This is an optimization exercise on Yosys and OpenROAD, whose aim is small area, a short achievable clock period and few clock cycles per item, not a production implementation. In this exercise RTL edits were held to simulation tests only and were not proved equivalent to the original.

==> flow/design.v, too long to show whole: its modules and the start of the top module <==
// module pipelined_alu: 1148 lines
// module pipelined_alu_fa: 4 lines
// module pipelined_alu_ha: 4 lines
// module pipelined_alu_pf: 4 lines
// module pipelined_alu_pg: 3 lines
// module pipelined_alu_x2: 3 lines
// module pipelined_alu_be: 5 lines
module pipelined_alu #(
   parameter int WIDTH   = 32,
   parameter int LATENCY = 2,
   parameter int TAG_W   = 8
) (
   input  logic             clk,
   input  logic             reset,
   input  logic             in_valid,
   output logic             in_ready,
   input  logic [WIDTH-1:0] op_a,
   input  logic [WIDTH-1:0] op_b,
   input  logic [3:0]       opcode,
   input  logic [TAG_W-1:0] in_tag,
   output logic             out_valid,
   input  logic             out_ready,
   output logic [WIDTH-1:0] result,
   output logic [TAG_W-1:0] out_tag,
   output logic             flag_z,
   output logic             flag_c,
   output logic             flag_v,
   output logic             err,
   output logic             busy
);
  // ...
==> flow/flow/run.sh <==
#!/bin/bash
# The standard layout, with the ports buffered by buf_1 cells instead of the delay-type
# buffer that buffer_ports picks by default.
set -euo pipefail
bash standard.sh "BUFFER_PORTS_ARGS=-buffer_cell sky130_fd_sc_hd__buf_1" finish > standard_make.log 2>&1
==> flow/standard.sh <==
#!/bin/bash
# synth_recipe.tcl (not shown) runs the flow's synth.tcl, then flattens the netlist and writes it again
# the make line also repeats each setting of config.mk as NAME=value (left out here)
make -C /OpenROAD-flow-scripts/flow DESIGN_CONFIG=/design/flow/config.mk WORK_HOME=/design/flow/orfs CLKGATE_MAP_FILE= SYNTH_SCRIPT=/design/flow/synth_recipe.tcl "${@:-finish}"
==> flow/config.mk <==
export PLATFORM = sky130hd
export DESIGN_NAME = pipelined_alu
export DESIGN_NICKNAME = pipelined_alu
export VERILOG_FILES = /design/flow/design.v
export SDC_FILE = /design/flow/constraint.sdc
export NUM_CORES = 4
export LEC_CHECK = 0
export CAP_MARGIN = 20
export CORE_MARGIN = 2
export CORE_UTILIZATION = 55
export PLACE_DENSITY = 0.75
export SETUP_SLACK_MARGIN = 4.5
export SLEW_MARGIN = 20
export SYNTH_HIERARCHICAL = 1
==> flow/constraint.sdc <==
create_clock -name core_clock -period 10.0 [get_ports {clk}]
set_input_delay 2.0000 -clock core_clock [delete_from_list [all_inputs] [get_ports {clk}]]
set_output_delay 2.0000 -clock core_clock [all_outputs]
set_load 0.01 [all_outputs]
==> summary.txt, run 1 <==
grt total ovfl 0; RSZ-0062 raised after global routing false; run status finished clean; #MultiIn Comb 1616; clk slew on worst S/H paths 0.07 ns; critical setup path kind flop to output pin; area growth from synthesis to final layout 8.246%; bufs w/o clock 206; Storage cell area 4725 sq um; CP bufs+invs 1; antenna violations before repair 0; Synth Area in Adders 0.2297; fmax 186.6 MHz; Post-Layout Cell Count 2483; Met1 Wirelength 24820 um; GRT Total Usage 0.3366; # clk buffers 17; vias per cell 6.754; crit path launch p[6]; Area contributors post-synth edfxtp_1, fa_1, xnor2_1; vias in the first global route 16210; most used routing layer met2; largest family of logic cells by synthesized area adder cells; crit path max-delay cell type edfxtp_1; met2 Use GR 0.5502; final hold violation count 0; n_diodes 0; multi-input combinational area share 0.6740; met3 usage 0.05561; Leading cell kind multi-input combinational cells; global-route wire length before repair 98250 um; post-DR wirelength/cell 26.28 um; crit-path cells and2_1 -> and2_1 -> a21o_4 -> a21o_4 -> a21o_1 -> xnor2_1 -> xnor2_1 -> a222oi_1 -> o21ai_0 -> buf_1
Testbench counts, summed over its fixed seeds: cycles 16,016, items 16,000.
==> run 2, diff against run 1 <==
--- a/flow/design.v
+++ b/flow/design.v
@@ -52,42 +52,43 @@
          ohot[i] = op_b[4:0] == 5'(i);
       end
    end
    assign bm0 = ({32{is_mul}} & op_b) | ({32{is_sh}} & ohot) | ({32{use_ab0}} & (op_b ^ {32{sub_m}}));
    logic [31:0] ma;
    logic [7:0]  tag1;
    logic [3:0]  op1;
    logic [31:0] bm;
+   logic ua1;
    logic fill1;
    always_ff @(posedge clk) begin
       if (adv) begin
-         ma <= ma0; bm <= bm0; tag1 <= in_tag; op1 <= op;
+         ma <= ma0; bm <= bm0; tag1 <= in_tag; ua1 <= use_ab0; op1 <= op;
          fill1 <= fill0;
       end
    end
    wire use_ab1 = op1 < 4'd5 || op1 == 4'd8 || op1 == 4'd9;
    wire cin1 = op1 == 4'd1 || op1 == 4'd8 || op1 == 4'd9;
    logic [15:0] d_one, d_two, d_neg;
-   pipelined_alu_be u_be0 (.b2(bm[1]), .b1(bm[0]), .b0(1'b0), .one(d_one[0]), .two(d_two[0]), .neg(d_neg[0]));
-   pipelined_alu_be u_be1 (.b2(bm[3]), .b1(bm[2]), .b0(bm[1]), .one(d_one[1]), .two(d_two[1]), .neg(d_neg[1]));
-   pipelined_alu_be u_be2 (.b2(bm[5]), .b1(bm[4]), .b0(bm[3]), .one(d_one[2]), .two(d_two[2]), .neg(d_neg[2]));
-   pipelined_alu_be u_be3 (.b2(bm[7]), .b1(bm[6]), .b0(bm[5]), .one(d_one[3]), .two(d_two[3]), .neg(d_neg[3]));
-   pipelined_alu_be u_be4 (.b2(bm[9]), .b1(bm[8]), .b0(bm[7]), .one(d_one[4]), .two(d_two[4]), .neg(d_neg[4]));
-   pipelined_alu_be u_be5 (.b2(bm[11]), .b1(bm[10]), .b0(bm[9]), .one(d_one[5]), .two(d_two[5]), .neg(d_neg[5]));
-   pipelined_alu_be u_be6 (.b2(bm[13]), .b1(bm[12]), .b0(bm[11]), .one(d_one[6]), .two(d_two[6]), .neg(d_neg[6]));
-   pipelined_alu_be u_be7 (.b2(bm[15]), .b1(bm[14]), .b0(bm[13]), .one(d_one[7]), .two(d_two[7]), .neg(d_neg[7]));
-   pipelined_alu_be u_be8 (.b2(bm[17]), .b1(bm[16]), .b0(bm[15]), .one(d_one[8]), .two(d_two[8]), .neg(d_neg[8]));
-   pipelined_alu_be u_be9 (.b2(bm[19]), .b1(bm[18]), .b0(bm[17]), .one(d_one[9]), .two(d_two[9]), .neg(d_neg[9]));
-   pipelined_alu_be u_be10 (.b2(bm[21]), .b1(bm[20]), .b0(bm[19]), .one(d_one[10]), .two(d_two[10]), .neg(d_neg[10]));
-   pipelined_alu_be u_be11 (.b2(bm[23]), .b1(bm[22]), .b0(bm[21]), .one(d_one[11]), .two(d_two[11]), .neg(d_neg[11]));
-   pipelined_alu_be u_be12 (.b2(bm[25]), .b1(bm[24]), .b0(bm[23]), .one(d_one[12]), .two(d_two[12]), .neg(d_neg[12]));
-   pipelined_alu_be u_be13 (.b2(bm[27]), .b1(bm[26]), .b0(bm[25]), .one(d_one[13]), .two(d_two[13]), .neg(d_neg[13]));
-   pipelined_alu_be u_be14 (.b2(bm[29]), .b1(bm[28]), .b0(bm[27]), .one(d_one[14]), .two(d_two[14]), .neg(d_neg[14]));
-   pipelined_alu_be u_be15 (.b2(bm[31]), .b1(bm[30]), .b0(bm[29]), .one(d_one[15]), .two(d_two[15]), .neg(d_neg[15]));
+   pipelined_alu_bef u_be0 (.b2(bm[1]), .b1(bm[0]), .b0(1'b0), .f(ua1), .f1(ua1), .one(d_one[0]), .two(d_two[0]), .neg(d_neg[0]));
+   pipelined_alu_bef u_be1 (.b2(bm[3]), .b1(bm[2]), .b0(bm[1]), .f(ua1), .f1(1'b0), .one(d_one[1]), .two(d_two[1]), .neg(d_neg[1]));
+   pipelined_alu_bef u_be2 (.b2(bm[5]), .b1(bm[4]), .b0(bm[3]), .f(ua1), .f1(1'b0), .one(d_one[2]), .two(d_two[2]), .neg(d_neg[2]));
+   pipelined_alu_bef u_be3 (.b2(bm[7]), .b1(bm[6]), .b0(bm[5]), .f(ua1), .f1(1'b0), .one(d_one[3]), .two(d_two[3]), .neg(d_neg[3]));
+   pipelined_alu_bef u_be4 (.b2(bm[9]), .b1(bm[8]), .b0(bm[7]), .f(ua1), .f1(1'b0), .one(d_one[4]), .two(d_two[4]), .neg(d_neg[4]));
+   pipelined_alu_bef u_be5 (.b2(bm[11]), .b1(bm[10]), .b0(bm[9]), .f(ua1), .f1(1'b0), .one(d_one[5]), .two(d_two[5]), .neg(d_neg[5]));
+   pipelined_alu_bef u_be6 (.b2(bm[13]), .b1(bm[12]), .b0(bm[11]), .f(ua1), .f1(1'b0), .one(d_one[6]), .two(d_two[6]), .neg(d_neg[6]));
+   pipelined_alu_bef u_be7 (.b2(bm[15]), .b1(bm[14]), .b0(bm[13]), .f(ua1), .f1(1'b0), .one(d_one[7]), .two(d_two[7]), .neg(d_neg[7]));
+   pipelined_alu_bef u_be8 (.b2(bm[17]), .b1(bm[16]), .b0(bm[15]), .f(ua1), .f1(1'b0), .one(d_one[8]), .two(d_two[8]), .neg(d_neg[8]));
+   pipelined_alu_bef u_be9 (.b2(bm[19]), .b1(bm[18]), .b0(bm[17]), .f(ua1), .f1(1'b0), .one(d_one[9]), .two(d_two[9]), .neg(d_neg[9]));
+   pipelined_alu_bef u_be10 (.b2(bm[21]), .b1(bm[20]), .b0(bm[19]), .f(ua1), .f1(1'b0), .one(d_one[10]), .two(d_two[10]), .neg(d_neg[10]));
+   pipelined_alu_bef u_be11 (.b2(bm[23]), .b1(bm[22]), .b0(bm[21]), .f(ua1), .f1(1'b0), .one(d_one[11]), .two(d_two[11]), .neg(d_neg[11]));
+   pipelined_alu_bef u_be12 (.b2(bm[25]), .b1(bm[24]), .b0(bm[23]), .f(ua1), .f1(1'b0), .one(d_one[12]), .two(d_two[12]), .neg(d_neg[12]));
+   pipelined_alu_bef u_be13 (.b2(bm[27]), .b1(bm[26]), .b0(bm[25]), .f(ua1), .f1(1'b0), .one(d_one[13]), .two(d_two[13]), .neg(d_neg[13]));
+   pipelined_alu_bef u_be14 (.b2(bm[29]), .b1(bm[28]), .b0(bm[27]), .f(ua1), .f1(1'b0), .one(d_one[14]), .two(d_two[14]), .neg(d_neg[14]));
+   pipelined_alu_bef u_be15 (.b2(bm[31]), .b1(bm[30]), .b0(bm[29]), .f(ua1), .f1(1'b0), .one(d_one[15]), .two(d_two[15]), .neg(d_neg[15]));
    wire bo0 = d_one[0];
    wire bt0 = d_two[0];
    wire bn0 = d_neg[0];
    wire pp0_0 = (bo0 & ma[0]) ^ bn0;
    wire pp0_1 = ((bo0 & ma[1]) | (bt0 & ma[0])) ^ bn0;
    wire pp0_2 = ((bo0 & ma[2]) | (bt0 & ma[1])) ^ bn0;
    wire pp0_3 = ((bo0 & ma[3]) | (bt0 & ma[2])) ^ bn0;
    wire pp0_4 = ((bo0 & ma[4]) | (bt0 & ma[3])) ^ bn0;
@@ -909,20 +910,20 @@
    pipelined_alu_x2 u_xp58 (.a(fa168_c), .b(fa169_c), .y(xp58));
    wire xp59;
    pipelined_alu_x2 u_xp59 (.a(xp57), .b(xp58), .y(xp59));
    wire xp60;
    pipelined_alu_x2 u_xp60 (.a(xp59), .b(fa196_c), .y(xp60));
    wire xp61;
    pipelined_alu_x2 u_xp61 (.a(xp60), .b(fa225_c), .y(xp61));
    wire t31 = xp61;
-   wire [31:0] tx = {t31, fa224_c, fa223_c, fa222_c, fa221_c, fa220_c, fa219_c, fa218_c, fa217_c, fa216_c, fa215_c, fa214_c, fa213_c, fa212_c, fa211_c, fa210_c, fa209_c, fa208_c, fa207_c, fa206_c, fa205_c, fa204_c, fa203_c, fa202_c, fa201_c, fa200_c, fa199_c, fa198_c, fa197_c, bn1, pp0_1, pp0_0};
-   wire [31:0] ty = {1'b0, fa225_s, fa224_s, fa223_s, fa222_s, fa221_s, fa220_s, fa219_s, fa218_s, fa217_s, fa216_s, fa215_s, fa214_s, fa213_s, fa212_s, fa211_s, fa210_s, fa209_s, fa208_s, fa207_s, fa206_s, fa205_s, fa204_s, fa203_s, fa202_s, fa201_s, fa200_s, fa199_s, fa198_s, fa197_s, 1'b0, bn0};
-   wire [31:0] x1 = use_ab1 ? ma : tx;
-   wire [31:0] y1 = use_ab1 ? bm : ty;
+   wire [31:0] tx = {t31, fa225_s, fa224_s, fa223_s, fa222_s, fa221_s, fa220_s, fa219_s, fa218_s, fa217_s, fa216_s, fa215_s, fa214_s, fa213_s, fa212_s, fa211_s, fa210_s, fa209_s, fa208_s, fa207_s, fa206_s, fa205_s, fa204_s, fa203_s, fa202_s, fa201_s, fa200_s, fa199_s, fa198_s, fa197_s, pp0_1, pp0_0};
+   wire [31:0] ty = {1'b0, fa224_c, fa223_c, fa222_c, fa221_c, fa220_c, fa219_c, fa218_c, fa217_c, fa216_c, fa215_c, fa214_c, fa213_c, fa212_c, fa211_c, fa210_c, fa209_c, fa208_c, fa207_c, fa206_c, fa205_c, fa204_c, fa203_c, fa202_c, fa201_c, fa200_c, fa199_c, fa198_c, fa197_c, bn1, 1'b0, bn0};
+   wire [31:0] x1 = tx;
+   wire [31:0] y1 = ty | ({32{ua1}} & bm);
    wire et1 = !use_ab1 & (1'b0);
    wire [31:0] p1 = {x1[31] ^ y1[31] ^ et1, x1[30:0] ^ y1[30:0]};
    wire [31:0] g1 = x1 & y1;
    logic [31:0] p, g;
    logic x31;
    logic [7:0]  tag2;
    logic [3:0]  op2;
    logic cin, fill;
@@ -1159,13 +1160,18 @@
    assign p = ph & pl;
 endmodule
 module pipelined_alu_pg (input logic gh, ph, gl, output logic g);
    assign g = gh | (ph & gl);
 endmodule
 module pipelined_alu_x2 (input logic a, b, output logic y);
    assign y = a ^ b;
 endmodule
+module pipelined_alu_bef (input logic b2, b1, b0, f, f1, output logic one, two, neg);
+   assign one = ((b1 ^ b0) & !f) | f1;
+   assign two = ((b2 & !b1 & !b0) | (!b2 & b1 & b0)) & !f;
+   assign neg = b2 & !f;
+endmodule
 module pipelined_alu_be (input logic b2, b1, b0, output logic one, two, neg);
    assign one = b1 ^ b0;
    assign two = (b2 & !b1 & !b0) | (!b2 & b1 & b0);
    assign neg = b2;
 endmodule
==> flow/config.mk (replaced) <==
export PLATFORM = sky130hd
export DESIGN_NAME = pipelined_alu
export DESIGN_NICKNAME = pipelined_alu
export VERILOG_FILES = /design/flow/design.v
export SDC_FILE = /design/flow/constraint.sdc
export NUM_CORES = 4
export LEC_CHECK = 0
export CAP_MARGIN = 20
export CORE_MARGIN = 2
export CORE_UTILIZATION = 40
export SETUP_SLACK_MARGIN = 4.5
export SLEW_MARGIN = 20
export SYNTH_HIERARCHICAL = 1
==> run 2 against run 1 <==
Net effect: register-to-register slack lost 0.06 ns.
==> summary.txt, run 2 <==
Area contributors post-synth edfxtp_1, fa_1, xnor2_1 (unchanged); fraction of layout cells with a size suffix above 1 0.06931 (was 0.1052); HPWL Detailed 46850 um (was 45430 um); worst hold path class flop to flop (unchanged); # port buffers 126 (unchanged); via count 16150 (was 16770); mux cell area share after synthesis 0.001065 (was 0.03415); clock root buffer clkbuf_16 (unchanged); clk sinks 159 (was 158); Die Area 51750 sq um (was 38660 sq um); CTS Buf Count 17 (unchanged); largest net degree at the start of global routing 65 (was 85); setup TNS 0 ns (unchanged); Yosys cell types 58 (was 62); hold_buf cts 0 (unchanged); Storage cell area 4755 sq um (was 4725 sq um); critical setup path kind flop to output pin (unchanged); Synth Register Bits 159 (was 158); clk_skew 0.01275 ns (was 0.01612 ns); Synth Area in XOR/XNOR 0.1938 (was 0.1862); H-tree levels 4 (unchanged); Worst Path Arrival 3.39 ns (was 3.36 ns); GRT Total Usage 0.2612 (was 0.3366); DRC 0 (unchanged); largest family of logic cells by synthesized area adder cells (unchanged); most common cell after layout, fill and taps aside xnor2_1 (unchanged); antenna violations before repair 0 (unchanged); Die X 227.5 um (was 196.6 um); wirelength, routed 66540 um (was 65260 um); CP Max Fanout 9 (was 17); Layout Nets 2344 (was 2339); run status finished clean (unchanged); clk slew on worst S/H paths 0.08 ns (was 0.07 ns); Post-synth top cells xnor2_1, a22oi_1, fa_1, edfxtp_1, clkbuf_1 (was xnor2_1, a22oi_1, fa_1, clkbuf_1, edfxtp_1); vias per cell 6.016 (was 6.754); EDFF count, synth 157 (was 156); final hold violation count 0 (unchanged); post-synth top area share 0.2360 (was 0.2296); largest area contributor in the netlist edfxtp_1 (unchanged); sequential share of the synthesized area 0.2380 (was 0.2315); Worst-Skew Late Latency 0.46 ns (was 0.45 ns); area growth from synthesis to final layout 10.11% (was 8.246%); syn avg cell area 10.19 sq um (was 10.25 sq um); FFs w/ async S/R, synth 0 (unchanged); max-slew violations 0 (unchanged); min Tclk post-route 5.387 ns (was 5.359 ns); Synth Instances 1961 (was 1991); Die H 227.5 um (was 196.6 um); Setup WS post-layout 4.613 ns (was 4.641 ns); Critical Path End Type output pin (unchanged); Max-Cap Viols 0 (unchanged); top-count cell post-synth xnor2_1 (unchanged); Longest Clk Path Bufs 2 (unchanged); Synth Area in Compound Gates 0.2203 (was 0.2062); global-route wire length before repair 100500 um (was 98250 um); worst rel slew slack 0.2954 (was 0.1680); Synth Area in Adders 0.2346 (was 0.2297); fmax 185.6 MHz (was 186.6 MHz); Initial Util 0.4065 (was 0.5574); drt first pass iters 7 (was 8); Core Area 49150 sq um (was 36610 sq um); Iteration-0 DRC Markers 1516 (was 2115); Syn. warnings 7 (unchanged); Tightest Pin Transition 1.055 ns (was 1.248 ns); # fillers 4670 (was 3025); grt total ovfl 0 (unchanged); Mapped Area 19980 sq um (was 20410 sq um); Primary FF master, synth edfxtp_1 (unchanged); Rows 81 (was 70); vias in the first global route 16240 (was 16210); IO Count 127 (unchanged); RSZ-0062 raised after global routing true (was false); crit path launch type flop (unchanged); n_diodes 0 (unchanged); ANT nets after route 0 (unchanged); most frequent cells in the layout xnor2_1, a22oi_1, fa_1 (unchanged); Final setup violation count 0 (unchanged); Post-Synth Simple-Gate Area 0.07146 (was 0.06750); GP Congestion 0.9731 (was 0.9737); post-DR wirelength/cell 24.79 um (was 26.28 um); area of the multi-input gates 14670 sq um (was 14890 sq um); pre-CTS setup slack 4.309 ns (was 4.208 ns); worst path required time 8.00 ns (about the same); TritonCTS clock tree done (unchanged); crit share post-route 0.5387 (was 0.5359)
-- run 2: cell count changes after synthesis, sizes merged, moves of 17 or more --
cell	before	now
or3b	0	18
a21oi	31	66
o21ai	116	99
nand2	99	64
mux2	61	1
inv	3	27
o32ai	2	21
buf	59	41
a21o	81	112
-- run 2: cell type report --
cell class,instances,area share
Clock buffer,18,0.01951
Clock inverter,14,0.008133
Tap cell,664,0.03777
Inverter,27,0.004607
Timing Repair Buffer,192,0.04715
Sequential cell,159,0.2161
Multi-Input combinational cell,1610,0.6667
-- run 2: worst paths after layout --
check | startpoint | to | slack [ns] | depth (start not counted)
hold / removal | tag1[0] | tag2[0] | 0.42 | 0
setup / recovery | p[0] | flag_z | 4.61 | 12
setup reg to reg | ua1 | p[31] | 4.64 | 14
hold reg to reg | tag1[0] | tag2[0] | 0.42 | 0
-- run 2: stage by stage --
step | area (sq um) | std cells | util | hold slack [ns]
after floorplan | 20050 | 1978 | - | 0.4003
after global placement | 21120 | 2636 | 0.4298 | 0.4019
after detailed placement | 21120 | 2636 | 0.4298 | 0.4072
after CTS | 21760 | 2669 | 0.4428 | 0.4227
after global routing | 22000 | 2684 | 0.4476 | 0.4370
final | 22000 | 2684 | 0.4476 | 0.4232
-- run 2: repair_timing --
item	in CTS	in global routing
pin swaps	0	1
resized for setup	8	22
endpoints found under the setup margin	9	7
setup buffers	1	14
-- run 2: logic make-up (layout without fill, tap and decap cells) --
family,after synthesis,in the layout
adders and majority gates,257,257
DFF,159,159
muxes,2,2
xor gates and xnor gates,442,442
AOI/OAI and AO/OA,629,629
other,1,18
and+or+nand+nor,262,262
buffers and inverters,209,251
-- run 2: metal layers --
metal | share of wire | up-vias | track usage
li1 | - | 7111 | -
met1 | 0.42 | 8041 | 0.3449
met2 | 0.46 | 822 | 0.4177
met3 | 0.066 | 173 | 0.03549
met4 | 0.053 | 0 | 0.1383
met5 | 0 | - | 0.002846
-- run 2: modules after synthesis, one instance, submodules excluded --
module             cells inside  copies in the design
pipelined_alu              1480                     1
pipelined_alu_bef             6                    16
pipelined_alu_fa              1                   196
pipelined_alu_ha              1                    29
pipelined_alu_pf              2                    49
pipelined_alu_pg              1                    32
pipelined_alu_x2              1                    30
-- run 2: worst max-delay path, cell delays in order, from the launching register on --
cell       delay [ns]
edfxtp_1         0.46
a21o_1           0.25
a21o_1           0.23
a21o_2           0.30
a21o_4           0.26
a21o_1           0.21
a21o_1           0.19
a2111oi_0        0.40
o21a_1           0.19
a221oi_2         0.06
nand4_1          0.18
a2111oi_4        0.05
buf_1            0.14
Testbench counts of run 2, summed over its fixed seeds: cycles 16,016, items 16,000.
==> run 3, diff against run 2 <==
--- a/flow/config.mk
+++ b/flow/config.mk
@@ -8,5 +8,6 @@
 export CAP_MARGIN = 20
 export CORE_MARGIN = 2
-export CORE_UTILIZATION = 40
+export CORE_UTILIZATION = 65
+export PLACE_DENSITY = 0.85
 export SETUP_SLACK_MARGIN = 4.5
 export SLEW_MARGIN = 20
==> run 3 against run 2 <==
Net effect: global-route usage grew 14 points; sequential cell count is the same; wire length shrank 4.7%; first-iteration DRC count grew 63%; critical path type unchanged; sequential share of layout area grew 0.44 points; hold slack lost 0.0012 ns; worst setup slack lost 0.085 ns; still clean.
==> summary.txt, run 3 <==
run status finished clean (unchanged); FFs w/ async S/R, synth 0 (unchanged); Fin Hold WS 0.4221 ns (was 0.4232 ns); setup TNS 0 ns (unchanged); syn avg cell area 10.19 sq um (unchanged); Syn. warnings 7 (unchanged); GRT Total Usage 0.3985 (was 0.2612); Tightest Pin Transition 1.212 ns (was 1.055 ns); ANT nets after route 0 (unchanged); clk sinks 159 (unchanged); fmax 182.7 MHz (was 185.6 MHz); clk_skew 0.02044 ns (was 0.01275 ns); CTS Buf Count 17 (unchanged); top-count cell post-synth xnor2_1 (unchanged); drt first pass iters 9 (was 7); H-tree levels 4 (unchanged); Die Area 32160 sq um (was 51750 sq um); area growth from synthesis to final layout 7.934% (was 10.11%); hold_buf cts 0 (unchanged); max-slew violations 0 (unchanged); critical setup path kind flop to output pin (unchanged); largest area contributor in the netlist edfxtp_1 (unchanged); Layout Nets 2346 (was 2344); final hold violation count 0 (unchanged); DRC 0 (unchanged); CP Max Fanout 17 (was 9); Die H 179.3 um (was 227.5 um); sequential share of the synthesized area 0.2380 (unchanged); Mapped Area 19980 sq um (unchanged); worst rel slew slack 0.1919 (was 0.2954); Synth Register Bits 159 (unchanged); Core Area 30430 sq um (was 49150 sq um); grt total ovfl 0 (unchanged); vias per cell 7.035 (was 6.016); crit path launch type flop (unchanged); most common cell after layout, fill and taps aside xnor2_1 (unchanged); clock root buffer clkbuf_16 (unchanged); most frequent cells in the layout xnor2_1, a22oi_1, fa_1 (unchanged); TritonCTS clock tree done (unchanged); Post-Layout Cell Count 2418 (was 2684); Iteration-0 DRC Markers 2474 (was 1516); Synth Instances 1961 (unchanged); global-route wire length before repair 95950 um (was 100500 um); Rows 64 (was 81); worst hold path class flop to flop (unchanged); RSZ-0062 raised after global routing true (unchanged); Longest Clk Path Bufs 2 (unchanged); Placed Cells incl. Taps 2365 (was 2636); Initial Util 0.6566 (was 0.4065); post-synth top area share 0.2360 (unchanged); HPWL Detailed 43810 um (was 46850 um); Max-Cap Viols 0 (unchanged); post-DR wirelength/cell 26.22 um (was 24.79 um); IO Count 127 (unchanged); worst path required time 8.00 ns (about the same); fraction of layout cells with a size suffix above 1 0.06775 (was 0.06931); Final setup violation count 0 (unchanged); clk slew on worst S/H paths 0.08 ns (about the same); Area contributors post-synth edfxtp_1, fa_1, xnor2_1 (unchanged); n_diodes 0 (unchanged); crit share post-route 0.5473 (was 0.5387); # port buffers 126 (unchanged); Yosys cell types 58 (unchanged); min Tclk post-route 5.473 ns (was 5.387 ns); Critical Path End Type output pin (unchanged); vias in the first global route 16860 (was 16240); Worst Path Arrival 3.47 ns (was 3.39 ns); GP Congestion 0.9885 (was 0.9731); Post-synth top cells xnor2_1, a22oi_1, fa_1, edfxtp_1, clkbuf_1 (unchanged); largest net degree at the start of global routing 82 (was 65); EDFF count, synth 157 (unchanged); antenna violations before repair 0 (unchanged); Worst-Skew Late Latency 0.44 ns (was 0.46 ns); Primary FF master, synth edfxtp_1 (unchanged); wirelength, routed 63400 um (was 66540 um); Die X 179.3 um (was 227.5 um); via count 17010 (was 16150)
## run 3: logic make-up after synthesis
kind of cell             synth area share
other                           0.0001877
XOR/XNOR                           0.1938
buffers and inverters             0.04064
multiplexers                     0.001065
AND/OR/NAND/NOR                   0.07146
flip-flops                         0.2380
AO/OA/AOI/OAI                      0.2203
adder cells (fa/ha/maj)            0.2346
## run 3: repair_timing
item	4_1_cts	5_1_grt
pin swaps	0	1
setup endpoints to repair	6	11
gates resized for setup	3	17
buffers inserted	0	18
## run 3: Yosys stat by module (local to each module, per instance)
module / cells / times used / flip-flops and latches / cell area, sq um
pipelined_alu_fa: 1 / 196 / 0 / 20.02
pipelined_alu: 1480 / 1 / 159 / 13810
pipelined_alu_bef: 6 / 16 / 0 / 43.79
pipelined_alu_x2: 1 / 30 / 0 / 8.758
pipelined_alu_pg: 1 / 32 / 0 / 7.507
pipelined_alu_ha: 1 / 29 / 0 / 12.51
pipelined_alu_pf: 2 / 49 / 0 / 13.76
## run 3: per-stage QoR
step | worst slack [ns] | instance area, sq um | utilization
floorplan | 4.604 | 20050 | -
finish | 4.527 | 21560 | 0.7087
global route | 4.350 | 21560 | 0.7087
global placement | 4.500 | 20740 | 0.6816
detailed placement | 4.362 | 20740 | 0.6816
CTS | 4.427 | 21340 | 0.7014
## run 3: final timing paths
check / end / from / slack (ns) / cells past startpoint
worst max-delay path: flag_z / p[0] / 4.53 / 13
worst min-delay path: fill / fill1 / 0.42 / 0
worst max register to register: p[31] / bm[7] / 4.53 / 13
worst min register to register: fill / fill1 / 0.42 / 0
## run 3: routing by layer
| layer | GRT usage | vias to the layer above | wire [um] |
|---|---|---|---|
| met3 | 0.09606 | 356 | 7575 |
| met4 | 0.2789 | 0 | 4743 |
| met5 | 0 | - | 0 |
| met1 | 0.4953 | 8128 | 22480 |
| li1 | - | 7116 | - |
| met2 | 0.6145 | 1410 | 28610 |
## run 3: critical path: stages, from the launching register on
cell and delay [ns]:
edfxtp_1 0.47, a21o_1 0.25, a21o_2 0.26, a21o_4 0.28, a21o_1 0.18, buf_6 0.16
a21o_1 0.22, a21o_1 0.21, a2111oi_2 0.37, o21a_1 0.18, a221oi_2 0.05, nand4_1 0.20
a2111oi_4 0.05, buf_1 0.14
## run 3: area by class of cell
class                      instances  area [sq um]
multi-input combinational       1610         14590
tap                              396         495.5
timing repair buffer             194          1026
inverter                          27         101.3
fill                            2160          8865
clock buffer                      17         425.4
sequential                       159          4755
clock inverter                    15         167.7
==> run 4, diff against run 3 <==
--- a/flow/config.mk
+++ b/flow/config.mk
@@ -8,6 +8,6 @@
 export CAP_MARGIN = 20
 export CORE_MARGIN = 2
-export CORE_UTILIZATION = 65
-export PLACE_DENSITY = 0.85
+export CORE_UTILIZATION = 55
+export PLACE_DENSITY = 0.75
 export SETUP_SLACK_MARGIN = 4.5
 export SLEW_MARGIN = 20
==> run 4 against run 3 <==
Net effect: highest routed layer is now met5; non-clock buffer count is 5 lower; largest cell class unchanged; still clean on timing, DRC and antenna; area after synthesis stayed put.
==> summary.txt, run 4 <==
post-DR wirelength/cell 26.29 um (was 26.22 um); clock root buffer clkbuf_16 (unchanged); IO Count 127 (unchanged); Post-Synth Simple-Gate Area 0.07146 (unchanged); Core Area 35660 sq um (was 30430 sq um); clk_skew 0.01404 ns (was 0.02044 ns); fraction of layout cells with a size suffix above 1 0.06396 (was 0.06775); EDFF count, synth 157 (unchanged); Die Area 37870 sq um (was 32160 sq um); HPWL Detailed 45400 um (was 43810 um); critical path's largest stage delay 0.53 ns (was 0.47 ns); global-route wire length before repair 97770 um (was 95950 um); via count 16620 (was 17010); critical setup path kind flop to output pin (unchanged); RSZ-0062 raised after global routing false (was true); Synth Area in Compound Gates 0.2203 (unchanged); crit share post-route 0.5338 (was 0.5473); CTS Buf Count 17 (unchanged); most common cell after layout, fill and taps aside xnor2_1 (unchanged); max-slew violations 0 (unchanged); # fillers 2983 (was 2160); post-synth top area share 0.2360 (unchanged); FFs w/ async S/R, synth 0 (unchanged); worst rel slew slack 0.1559 (was 0.1919); DRC 0 (unchanged); Fin Hold WS 0.4221 ns (about the same); crit path max-delay cell type edfxtp_1 (unchanged); n_diodes 0 (unchanged); GRT Total Usage 0.3401 (was 0.3985); Initial Util 0.5603 (was 0.6566); wirelength, routed 65150 um (was 63400 um); Worst Path Arrival 3.34 ns (was 3.47 ns); Primary FF master, synth edfxtp_1 (unchanged); TritonCTS clock tree done (unchanged); post-layout util 0.6058 (was 0.7087); worst path required time 8.00 ns (about the same); largest net degree at the start of global routing 82 (unchanged); ANT nets after route 0 (unchanged); Synth Register Bits 159 (unchanged); Layout Nets 2341 (was 2346); Iteration-0 DRC Markers 2058 (was 2474); Tightest Pin Transition 1.266 ns (was 1.212 ns); Rows 69 (was 64); area growth from synthesis to final layout 8.116% (was 7.934%); crit-path cells a21o_1 -> a21o_1 -> a21o_4 -> a21o_4 -> a21o_1 -> a21o_1 -> a2111oi_2 -> o21a_1 -> a221oi_2 -> nand4_1 -> a2111oi_4 -> buf_1 (was a21o_1 -> a21o_2 -> a21o_4 -> a21o_1 -> buf_6 -> a21o_1 -> a21o_1 -> a2111oi_2 -> o21a_1 -> a221oi_2 -> nand4_1 -> a2111oi_4 -> buf_1); min Tclk post-route 5.338 ns (was 5.473 ns); CP Max Fanout 12 (was 17); run status finished clean (unchanged); Syn. warnings 7 (unchanged); Synth Area in XOR/XNOR 0.1938 (unchanged); clk sinks 159 (unchanged); mux cell area share after synthesis 0.001065 (unchanged); vias in the first global route 16480 (was 16860); Die X 194.6 um (was 179.3 um); crit path launch type flop (unchanged); setup TNS 0 ns (unchanged); sequential share of the synthesized area 0.2380 (unchanged); vias per cell 6.705 (was 7.035); clk slew on worst S/H paths 0.07 ns (was 0.08 ns); Synth Area in Adders 0.2346 (unchanged); fmax 187.3 MHz (was 182.7 MHz); final hold violation count 0 (unchanged); Die H 194.6 um (was 179.3 um); Area contributors post-synth edfxtp_1, fa_1, xnor2_1 (unchanged); # port buffers 126 (unchanged); drt first pass iters 9 (unchanged); largest family of logic cells by synthesized area adder cells (unchanged); Max-Cap Viols 0 (unchanged); crit-path most repeated cell a21o_1 (unchanged); Critical Path End Type output pin (unchanged); GP Congestion 1.011 (was 0.9885); Synth Instances 1961 (unchanged); Post-synth top cells xnor2_1, a22oi_1, fa_1, edfxtp_1, clkbuf_1 (unchanged); antenna violations before repair 1 (was 0); Yosys cell types 58 (unchanged); most frequent cells in the layout xnor2_1, a22oi_1, fa_1 (unchanged); syn avg cell area 10.19 sq um (unchanged); Final setup violation count 0 (unchanged); Longest Clk Path Bufs 2 (unchanged); H-tree levels 4 (unchanged); grt total ovfl 0 (unchanged); Worst-Skew Late Latency 0.44 ns (about the same); worst hold path class flop to flop (unchanged); Mapped Area 19980 sq um (unchanged); top-count cell post-synth xnor2_1 (unchanged); largest area contributor in the netlist edfxtp_1 (unchanged)
## run 4: worst max-delay path, delay by kind of cell, from the launching register on
| family | cells | cell delay [ns] |
|---|---|---|
| and+or+nand+nor | 1 | 0.18 |
| AOI/OAI and AO/OA | 10 | 2.01 |
| DFF | 1 | 0.53 |
| buffers and inverters | 1 | 0.15 |
## run 4: worst paths after layout
path	to	cells after the start	slack, ns	startpoint
worst min register to register	tag2[6]	0	0.42	tag1[6]
worst max register to register	p[26]	11	4.70	bm[21]
worst min-delay path	tag2[6]	0	0.42	tag1[6]
worst max-delay path	flag_z	12	4.66	p[4]
## run 4: what timing repair did
item                                    CTS  global route
setup buffers                             0            12
resized for setup                         3            14
hold buffers                              0             0
pin swaps                                 0             2
endpoints found under the setup margin   10             8
## run 4: cell type report
cell class / count / area, sq um / area share
Timing Repair Buffer: 189 / 980.9 / 0.04541
Clock inverter: 14 / 165.2 / 0.007646
Multi-Input combinational cell: 1610 / 14590 / 0.6756
Sequential cell: 159 / 4755 / 0.2201
Inverter: 27 / 101.3 / 0.004692
Clock buffer: 18 / 429.2 / 0.01987
Tap cell: 461 / 576.8 / 0.02670
## run 4: per-layer routing
layer  part of all wire  GRT usage  vias up
met5            0.00014          0        -
met4              0.059     0.1849        2
met3               0.10    0.06594      252
met2               0.47     0.5545     1133
met1               0.37     0.4286     8131
li1                   -          -     7097
## run 4: through the flow
| step | area, sq um | cells | setup WS, ns |
|---|---|---|---|
| final | 21600 | 2478 | 4.662 |
| after global routing | 21600 | 2478 | 4.496 |
| after CTS | 21450 | 2465 | 4.367 |
| after detailed placement | 20840 | 2433 | 4.345 |
| after global placement | 20840 | 2433 | 4.419 |
| after floorplan | 20050 | 1978 | 4.604 |
## run 4: logic make-up (layout without fill, tap and decap cells)
family	after synthesis	after routing
compound gates	629	629
xor+xnor	442	442
simple gates	262	262
fa+ha+maj	257	257
buf+inv	209	248
flops	159	159
mux	2	2
other cells	1	18
## run 4: modules after synthesis (local to each module, per instance)
module,area [sq um],flops+latches,copies in the design
pipelined_alu_pf,13.76,0,49
pipelined_alu_ha,12.51,0,29
pipelined_alu_fa,20.02,0,196
pipelined_alu_bef,43.79,0,16
pipelined_alu_x2,8.758,0,30
pipelined_alu,13810,159,1
pipelined_alu_pg,7.507,0,32
==> run 5, diff against run 4 <==
--- a/flow/config.mk
+++ b/flow/config.mk
@@ -10,5 +10,5 @@
 export CORE_UTILIZATION = 55
 export PLACE_DENSITY = 0.75
-export SETUP_SLACK_MARGIN = 4.5
+export SETUP_SLACK_MARGIN = 4.25
 export SLEW_MARGIN = 20
 export SYNTH_HIERARCHICAL = 1
==> run 5 against run 4 <==
Net effect: still clean; sequential share of layout area grew 0.064 points; non-clock buffer count shrank 5; critical path depth grew 1; synthesized cell count is the same; register-to-register slack lost 0.16 ns; worst setup slack lost 0.12 ns; largest cell class unchanged.
==> summary.txt, run 5 <==
worst path required time 10.19 ns (was 8.00 ns); hold depth 0 (unchanged); IO Count 127 (unchanged); Tightest Pin Transition 1.259 ns (was 1.266 ns); Core Area 35660 sq um (unchanged); Syn. warnings 7 (unchanged); syn avg cell area 10.19 sq um (unchanged); Primary FF master, synth edfxtp_1 (unchanged); post-DR wirelength/cell 26.32 um (was 26.29 um); Final setup violation count 0 (unchanged); Placed Cells incl. Taps 2433 (unchanged); Yosys cell types 58 (unchanged); area growth from synthesis to final layout 7.803% (was 8.116%); crit path launch type flop (unchanged); Area contributors post-synth edfxtp_1, fa_1, xnor2_1 (unchanged); Die H 194.6 um (unchanged); Critical Path End Type flop (was output pin); Worst Path Arrival 5.65 ns (was 3.34 ns); Layout Nets 2336 (was 2341); run status finished clean (unchanged); Rows 69 (unchanged); most frequent cells in the layout xnor2_1, a22oi_1, fa_1 (unchanged); post-layout util 0.6041 (was 0.6058); Die X 194.6 um (unchanged); max-slew violations 0 (unchanged); n_diodes 0 (unchanged); Max-Cap Viols 0 (unchanged); worst rel slew slack 0.1603 (was 0.1559); largest area contributor in the netlist edfxtp_1 (unchanged); GP Congestion 1.011 (unchanged); crit share post-route 0.5458 (was 0.5338); mux cell area share after synthesis 0.001065 (unchanged); TritonCTS clock tree done (unchanged); CTS Buf Count 17 (unchanged); drt first pass iters 7 (was 9); most common cell after layout, fill and taps aside xnor2_1 (unchanged); worst reg2reg setup slack 4.54 ns (was 4.70 ns); hold_buf cts 0 (unchanged); clk_skew 0.01275 ns (was 0.01404 ns); Initial Util 0.5603 (unchanged); clk slew on worst S/H paths 0.07 ns (about the same); area of the multi-input gates 14580 sq um (was 14590 sq um); global-route wire length before repair 97800 um (was 97770 um); Endpoint, Worst Hold tag2[6] (unchanged); r2r worst-path depth 13 (was 11); Reg-to-Reg End p[31] (was p[26]); Synth Register Bits 159 (unchanged); largest net degree at the start of global routing 82 (unchanged); H-tree levels 4 (unchanged); Storage cell area 4755 sq um (unchanged); # fillers 2985 (was 2983); via count 16710 (was 16620); wirelength, routed 65100 um (was 65150 um); RSZ-0062 raised after global routing false (unchanged); FF-to-FF Start ua1 (was bm[21]); CP Max Fanout 81 (was 12); Longest Clk Path Bufs 2 (unchanged); Synth Area in Adders 0.2346 (unchanged); fmax 183.2 MHz (was 187.3 MHz); Post-Synth Simple-Gate Area 0.07146 (unchanged); vias in the first global route 16470 (was 16480); worst hold path class flop to flop (unchanged); Die Area 37870 sq um (unchanged); DRC 0 (unchanged); EDFF count, synth 157 (unchanged); sequential share of the synthesized area 0.2380 (unchanged); largest family of logic cells by synthesized area adder cells (unchanged); HPWL Detailed 45400 um (unchanged); Synth Area in Compound Gates 0.2203 (unchanged); top-count cell post-synth xnor2_1 (unchanged); grt total ovfl 0 (unchanged); ANT nets after route 0 (unchanged); Post-Layout Cell Count 2473 (was 2478); post-synth top area share 0.2360 (unchanged); clk sinks 159 (unchanged); final hold violation count 0 (unchanged); min Tclk post-route 5.458 ns (was 5.338 ns); Worst-Skew Late Latency 0.44 ns (about the same); FFs w/ async S/R, synth 0 (unchanged); # port buffers 126 (unchanged); setup TNS 0 ns (unchanged); GRT Total Usage 0.3404 (was 0.3401); Post-synth top cells xnor2_1, a22oi_1, fa_1, edfxtp_1, clkbuf_1 (unchanged); antenna violations before repair 1 (unchanged); hold_sp tag1[6] (unchanged); vias per cell 6.757 (was 6.705); design area 21540 sq um (was 21600 sq um); Synth Area in XOR/XNOR 0.1938 (unchanged); fraction of layout cells with a size suffix above 1 0.06064 (was 0.06396); Synth Instances 1961 (unchanged); Iteration-0 DRC Markers 2114 (was 2058); clock root buffer clkbuf_16 (unchanged); dpl cell area 20840 sq um (unchanged); Mapped Area 19980 sq um (unchanged); critical setup path kind flop to flop (was flop to output pin)
## run 5: worst max-delay path by stage
stage / start / end / slack (ns) / depth (start not counted)
floorplan: ua1 / p[31] / 4.60 / 12
global placement: ua1 / p[31] / 4.42 / 13
detailed placement: ua1 / p[31] / 4.35 / 13
CTS: ua1 / p[31] / 4.34 / 13
global route: ua1 / p[31] / 4.34 / 13
finish: ua1 / p[31] / 4.54 / 13
## run 5: cells by family after synthesis
logic type,after synthesis
other cells,1
compound gates,629
buf+inv,209
flops,159
xor+xnor,442
fa+ha+maj,257
mux,2
simple gates,262
## run 5: critical path, cell delays in order (launching register included)
cell and delay, ns:
edfxtp_1 0.34, buf_6 0.54, o21bai_2 0.24, buf_4 0.41
a22oi_1 0.15, xnor2_1 0.18, fa_1 0.53, fa_1 0.53
fa_1 0.43, fa_1 0.40, fa_1 0.48, fa_1 0.39
xor2_1 0.27, ha_1 0.28
## run 5: layout make-up
cell class	count	share of cell area
flip-flops and latches	159	0.2208
inverters	27	0.004705
clock buffers	18	0.01993
repair buffers	184	0.04328
multi-input cells	1610	0.6769
clock inverters	14	0.007668
well taps	461	0.02678
## run 5: repair_timing
action	in CTS	in global routing
pin swaps	0	0
resized for setup	2	4
buffers inserted	0	7
endpoints found under the setup margin	1	6
## run 5: modules after synthesis, one instance, submodules excluded
module,times used,area [sq um],cells inside
pipelined_alu_x2,30,8.758,1
pipelined_alu,1,13810,1480
pipelined_alu_pg,32,7.507,1
pipelined_alu_pf,49,13.76,2
pipelined_alu_ha,29,12.51,1
pipelined_alu_bef,16,43.79,6
pipelined_alu_fa,196,20.02,1
## run 5: per-stage QoR
step           hold WS, ns  worst slack, ns
2_1_floorplan       0.4003            4.604
3_3_place_gp        0.4012            4.419
3_5_place_dp        0.4045            4.345
4_1_cts             0.4227            4.340
5_1_grt             0.4256            4.341
6_report            0.4223            4.542
## run 5: layer usage
layer / vias to the layer above / part of all wire / global-route usage
met5: - / 0.00014 / 0
met4: 2 / 0.059 / 0.1866
met3: 268 / 0.10 / 0.06646
met2: 1169 / 0.47 / 0.5520
met1: 8179 / 0.37 / 0.4307
li1: 7093 / - / -

## re-timing with driven ports
No port has a modelled driver above. Below, the same layouts with a new extraction and two added sets of constraints.
Step 1 assumes that a clkbuf_16 drives the clock port and a buf_2 every other input.
Step 2 times the ports against the registers' clock, not the clock port: input delays grow and output delays shrink by t, the midpoint of the rising clock arrivals with the driver on.
Three values: ideal ports, drivers, drivers and shift; two values: the first two.
| run | t, ns | setup WS [ns] | worst setup path at the end | latest minus earliest clock arrival (ns) | slew at the worst register clock pin (ns) |
|---|---|---|---|---|---|
| run 1 | 0.495 | 4.641 / 4.588 / 4.697 | register to register | 0.016 / 0.016 | 0.08 / 0.08 |
| run 2 | 0.510 | 4.613 / 4.555 / 4.641 | register to register | 0.013 / 0.013 | 0.08 / 0.08 |
| run 3 | 0.485 | 4.527 / 4.475 / 4.529 | register to register | 0.021 / 0.021 | 0.08 / 0.08 |
| run 4 | 0.486 | 4.662 / 4.612 / 4.696 | register to register | 0.014 / 0.014 | 0.08 / 0.08 |
| run 5 | 0.487 | 4.542 / 4.510 / 4.542 | register to register | 0.014 / 0.014 | 0.08 / 0.08 |
After both steps setup and hold are still met in every run listed.
